This is an optimization exercise on Yosys and OpenROAD, whose aim is small area, a short achievable clock period and few clock cycles per item, not a production implementation.
Only simulation tests tie the RTL to the original design; equivalence was not proved.

## sha1_cumulative_part_digest
module sha1_cumulative_part_digest (
    input  wire logic        i_clk,
    input  wire logic        i_rst_n,
    input  wire logic        psel,
    input  wire logic        penable,
    input  wire logic        pwrite,
    input  wire logic [2:0]  paddr,
    input  wire logic [31:0] pwdata,
    output logic [31:0]      prdata,
    output logic             pready,
    input  wire logic        i_push,
    output logic             o_full,
    input  wire logic [63:0] i_data_word,
    input  wire logic [3:0]  i_bytes_valid,
    input  wire logic        i_last_of_file,
    output logic             o_empty,
    input  wire logic        i_pop,
    output logic [31:0]      o_hash_a,
    output logic [31:0]      o_hash_b,
    output logic [31:0]      o_hash_c,
    output logic [31:0]      o_hash_d,
    output logic [31:0]      o_hash_e,
    output logic [31:0]      o_part_number,
    output logic [60:0]      o_end_offset,
    output logic             o_is_final,
    output logic             o_status
);
Settings: LEC_CHECK=0, ABC_AREA=1, CAP_MARGIN=20, CORE_MARGIN=2, CORE_UTILIZATION=40, PLACE_DENSITY=0.6, SLEW_MARGIN=20; clock period 10.0 ns.
standard.sh (not shown) runs the stock make flow with config.mk's settings and CLKGATE_MAP_FILE= SYNTH_SCRIPT=/design/flow/synth_recipe.tcl, a recipe that flattens the netlist after the stock synthesis.
==> flow/flow/run.sh <==
#!/bin/bash
# Layout: the standard flow (standard.sh) with changes to how cells are
# picked and how hard timing is repaired: synthesis leaves adders to ABC instead
# of mapping them onto the library's full- and half-adder cells (ADDER_MAP_FILE
# empty; registers are untouched), the port buffers are buf_1, the smallest
# buffer, clock tree synthesis uses clkbuf_4 and adds no dummy loads, and the
# setup repair aims at 5.5 ns of slack. make's output goes to flow_standard.log;
# each ORFS step keeps its own log under orfs/logs.
set -uo pipefail
export ADDER_MAP_FILE=
export BUFFER_PORTS_ARGS="-buffer_cell sky130_fd_sc_hd__buf_1"
export CTS_ARGS="-sink_clustering_enable -repair_clock_nets -dont_use_dummy_load -buf_list {sky130_fd_sc_hd__clkbuf_4}"
bash standard.sh SETUP_SLACK_MARGIN=5.5 finish > flow_standard.log 2>&1
Testbench counts at the start, summed over its fixed seeds: cycles 32,966, bytes 47,624.
Change:
==> flow/flow/run.sh (replaced) <==
#!/bin/bash
# Layout: the standard flow (standard.sh) with changes to how cells are
# picked and how hard timing is repaired: synthesis leaves adders to ABC instead
# of mapping them onto the library's full- and half-adder cells (ADDER_MAP_FILE
# empty; registers are untouched), the port buffers are buf_1, the smallest
# buffer, clock tree synthesis uses clkbuf_8 and clkbuf_16 and adds no dummy loads, and the
# setup repair aims at 7 ns of slack. make's output goes to flow_standard.log;
# each ORFS step keeps its own log under orfs/logs.
set -uo pipefail
export ADDER_MAP_FILE=
export BUFFER_PORTS_ARGS="-buffer_cell sky130_fd_sc_hd__buf_1"
export CTS_ARGS="-sink_clustering_enable -repair_clock_nets -dont_use_dummy_load -buf_list {sky130_fd_sc_hd__clkbuf_8 sky130_fd_sc_hd__clkbuf_16}"
bash standard.sh SETUP_SLACK_MARGIN=7 finish > flow_standard.log 2>&1
Result: Setup slack gains 370 ps; non-clock buffer count goes up by 814; global-route usage grows by 3.3 points.

---

## wip/juniper
sha1_cumulative_part_digest again, from the RTL that the note above started with.
clock: 10.0 ns
lec_check: 0
abc_area: 1
cap_margin: 20
core_margin: 2
core_utilization: 40
place_density: 0.6
slew_margin: 20
==> flow/flow/run.sh <==
#!/bin/bash
# Layout: the standard flow (standard.sh) with changes to how cells are
# picked and how hard timing is repaired: synthesis leaves adders to ABC instead
# of mapping them onto the library's full- and half-adder cells (ADDER_MAP_FILE
# empty; registers are untouched), the port buffers are buf_1, the smallest
# buffer, clock tree synthesis uses clkbuf_4 and adds no dummy loads, and the
# setup repair aims at 6 ns of slack. make's output goes to flow_standard.log;
# each ORFS step keeps its own log under orfs/logs.
set -uo pipefail
export ADDER_MAP_FILE=
export BUFFER_PORTS_ARGS="-buffer_cell sky130_fd_sc_hd__buf_1"
export CTS_ARGS="-sink_clustering_enable -repair_clock_nets -dont_use_dummy_load -buf_list {sky130_fd_sc_hd__clkbuf_4}"
bash standard.sh SETUP_SLACK_MARGIN=6 finish > flow_standard.log 2>&1
Testbench counts of wip/juniper, summed over its fixed seeds: cycles 32,966, bytes 47,624.
Here is what was changed in the inputs of wip/willow compared with wip/juniper.
diff --git a/flow/flow/run.sh b/flow/flow/run.sh
--- a/flow/flow/run.sh
+++ b/flow/flow/run.sh
@@ -6,3 +6,3 @@
 # buffer, clock tree synthesis uses clkbuf_4 and adds no dummy loads, and the
-# setup repair aims at 6 ns of slack. make's output goes to flow_standard.log;
+# setup repair aims at 5 ns of slack. make's output goes to flow_standard.log;
 # each ORFS step keeps its own log under orfs/logs.
@@ -12,2 +12,2 @@
 export CTS_ARGS="-sink_clustering_enable -repair_clock_nets -dont_use_dummy_load -buf_list {sky130_fd_sc_hd__clkbuf_4}"
-bash standard.sh SETUP_SLACK_MARGIN=6 finish > flow_standard.log 2>&1
+bash standard.sh SETUP_SLACK_MARGIN=5 finish > flow_standard.log 2>&1
Changes observed in wip/willow relative to wip/juniper: maximum achievable frequency now smaller, share of cells above drive strength 1 moved down, hold slack shows no meaningful change, design area -0.0066 mm².
wip/willow closes out successfully: all stages finished, all timing, DRC and antenna checks passed.
Summary of wip/willow over wip/juniper: die outline area has remained practically unchanged, I/O pin count has remained practically unchanged.
Inputs modified between wip/willow and wip/quartz:
Settings: putting TNS_END_PERCENT at 5 where nothing was set.
diff --git a/flow/flow/run.sh b/flow/flow/run.sh
--- a/flow/flow/run.sh
+++ b/flow/flow/run.sh
@@ -6,3 +6,3 @@
 # buffer, clock tree synthesis uses clkbuf_4 and adds no dummy loads, and the
-# setup repair aims at 5 ns of slack. make's output goes to flow_standard.log;
+# setup repair aims at 6 ns of slack. make's output goes to flow_standard.log;
 # each ORFS step keeps its own log under orfs/logs.
@@ -12,2 +12,2 @@
 export CTS_ARGS="-sink_clustering_enable -repair_clock_nets -dont_use_dummy_load -buf_list {sky130_fd_sc_hd__clkbuf_4}"
-bash standard.sh SETUP_SLACK_MARGIN=5 finish > flow_standard.log 2>&1
+bash standard.sh SETUP_SLACK_MARGIN=6 finish > flow_standard.log 2>&1
- Cmp wip/quartz and wip/willow / post-route clock period utilization / lower: wip/quartz
- Going from wip/willow to wip/quartz, met1 demand-to-capacity share in global routing went up 0.52 points; routed length on met3 went up about 11%.
- Delta (wip/quartz minus wip/willow): fmax saw an increase.
- wip/quartz vs wip/willow: first-pass GRT wire length up by a few percent
- Post-detailed-routing wire length came out higher on wip/quartz than on wip/willow.
- Taking wip/willow as the reference, in wip/quartz clock period minus worst slack lower, data arrival time of the worst path lower, maximum cell stage delay along the critical path lower.
Here is what was changed in the inputs of wip/umber compared with wip/quartz.
Settings: TNS_END_PERCENT no longer set, was 5.
diff --git a/flow/flow/run.sh b/flow/flow/run.sh
--- a/flow/flow/run.sh
+++ b/flow/flow/run.sh
@@ -5,3 +5,3 @@
 # empty; registers are untouched), the port buffers are buf_1, the smallest
-# buffer, clock tree synthesis uses clkbuf_4 and adds no dummy loads, and the
+# buffer, clock tree synthesis uses clkbuf_8 and clkbuf_16 and adds no dummy loads, and the
 # setup repair aims at 6 ns of slack. make's output goes to flow_standard.log;
@@ -11,3 +11,3 @@
 export BUFFER_PORTS_ARGS="-buffer_cell sky130_fd_sc_hd__buf_1"
-export CTS_ARGS="-sink_clustering_enable -repair_clock_nets -dont_use_dummy_load -buf_list {sky130_fd_sc_hd__clkbuf_4}"
+export CTS_ARGS="-sink_clustering_enable -repair_clock_nets -dont_use_dummy_load -buf_list {sky130_fd_sc_hd__clkbuf_8 sky130_fd_sc_hd__clkbuf_16}"
 bash standard.sh SETUP_SLACK_MARGIN=6 finish > flow_standard.log 2>&1
[summary]
Higher layout filler cell count among wip/umber and wip/quartz: wip/quartz. wip/umber reports its destination of the critical timing path as r_a[29] while wip/quartz reports r_wopp. Delta (wip/umber minus wip/quartz): cell count went down 109.

---

Another version of the RTL of sha1_cumulative_part_digest (not shown whole).
Size in the first run: about 8100 cells after synthesis, ~400 I/O pins, about 56000 µm² of cells after synthesis.
Settings: LEC_CHECK=0, ABC_AREA=1, CAP_MARGIN=20, CORE_MARGIN=2, CORE_UTILIZATION=40, CTS_BUF_LIST=sky130_fd_sc_hd__clkbuf_4 sky130_fd_sc_hd__clkbuf_8, PLACE_DENSITY=0.6, SETUP_SLACK_MARGIN=5, SLEW_MARGIN=20; clock period 10.0 ns.
==> flow/flow/run.sh <==
#!/bin/bash
# Layout: the standard flow (standard.sh) with three changes to how cells are
# picked: synthesis leaves adders to ABC instead of mapping them onto the
# library's full- and half-adder cells (ADDER_MAP_FILE empty; registers are
# untouched), the port buffers are buf_1, the smallest buffer, and clock tree
# synthesis adds no dummy loads and uses clkbuf_4 only. make's output goes to flow_standard.log; each
# ORFS step keeps its own log under orfs/logs.
set -uo pipefail
export ADDER_MAP_FILE=
export BUFFER_PORTS_ARGS="-buffer_cell sky130_fd_sc_hd__buf_1"
export CTS_ARGS="-sink_clustering_enable -repair_clock_nets -dont_use_dummy_load -buf_list {sky130_fd_sc_hd__clkbuf_4}"
bash standard.sh > flow_standard.log 2>&1
Testbench counts at the start, summed over its fixed seeds: cycles 32,966, bytes 47,624.
==> next run, changes <==
==> flow/flow/run.sh (replaced) <==
#!/bin/bash
# Layout: the standard flow (standard.sh) with two changes to the cells it
# picks: the port buffers are buf_1, the smallest buffer, and clock tree synthesis
# adds no dummy loads. make's output goes to flow_standard.log; each ORFS step
# keeps its own log under orfs/logs.
set -uo pipefail
export BUFFER_PORTS_ARGS="-buffer_cell sky130_fd_sc_hd__buf_1"
export CTS_ARGS="-sink_clustering_enable -repair_clock_nets -dont_use_dummy_load -buf_list {sky130_fd_sc_hd__clkbuf_4 sky130_fd_sc_hd__clkbuf_8}"
bash standard.sh > flow_standard.log 2>&1
- worst setup slack gets worse by 0.40 ns
- die area went down by 7.3%
- utilization grows by 2.7 points
==> next run, changes <==
==> flow/flow/run.sh (replaced) <==
#!/bin/bash
# Layout: the standard flow (standard.sh) with three changes to how cells are
# picked: synthesis leaves adders to ABC instead of mapping them onto the
# library's full- and half-adder cells (ADDER_MAP_FILE empty; registers are
# untouched), the port buffers are buf_1, the smallest buffer, and clock tree
# synthesis adds no dummy loads. make's output goes to flow_standard.log; each
# ORFS step keeps its own log under orfs/logs.
set -uo pipefail
export ADDER_MAP_FILE=
export BUFFER_PORTS_ARGS="-buffer_cell sky130_fd_sc_hd__buf_1"
export CTS_ARGS="-sink_clustering_enable -repair_clock_nets -dont_use_dummy_load -buf_list {sky130_fd_sc_hd__clkbuf_4 sky130_fd_sc_hd__clkbuf_8}"
bash standard.sh > flow_standard.log 2>&1
=> Non-clock buffer count falls by 124. Utilization decreases by 2.5 points. Global-route usage came out higher by 3.4 points. Sequential cell count is unchanged. Cell area climbs by 2.1%. Clock-buffer cell count rises by 3. Synthesized cell count grows by 39%.

==> static timing again, ports no longer ideal <==
Ports are ideal in the flow. The routed layouts listed here were re-timed in OpenROAD.
Step 1: set_driving_cell puts a clkbuf_16 on i_clk and a buf_2 on each other input, an assumption about the parent block.
Step 2 times the ports against the registers' clock, not the clock port: input delays grow and output delays shrink by t, the midpoint of the rising clock arrivals with the driver on.
a / b / c = ideal / step 1 / step 2; a / b = the first two.
run	shift t [ns]	slack for setup (ns)	worst data-port slew with drivers (ns)
the first run of note 1	1.267	5.654 / 5.654 / 4.670	0.09
the second run of note 1	0.800	6.019 / 6.019 / 5.733	0.09
wip/juniper	1.257	5.984 / 5.913 / 4.885	0.09
wip/willow	1.248	5.187 / 5.187 / 4.633	0.09
wip/quartz	1.261	5.855 / 5.871 / 4.627	0.09
wip/umber	0.793	5.956 / 5.956 / 5.500	0.08
the first run of note 3	1.321	5.113 / 5.031 / 5.135	0.08
the second run of note 3	0.917	4.718 / 4.718 / 4.718	0.08
the third run of note 3	0.936	5.160 / 5.133 / 5.119	0.07
After both steps every run listed still meets setup and hold. The setup slack of wip/quartz, which loses most, moves by +0.016 ns with the drivers and by -1.228 ns with both steps.
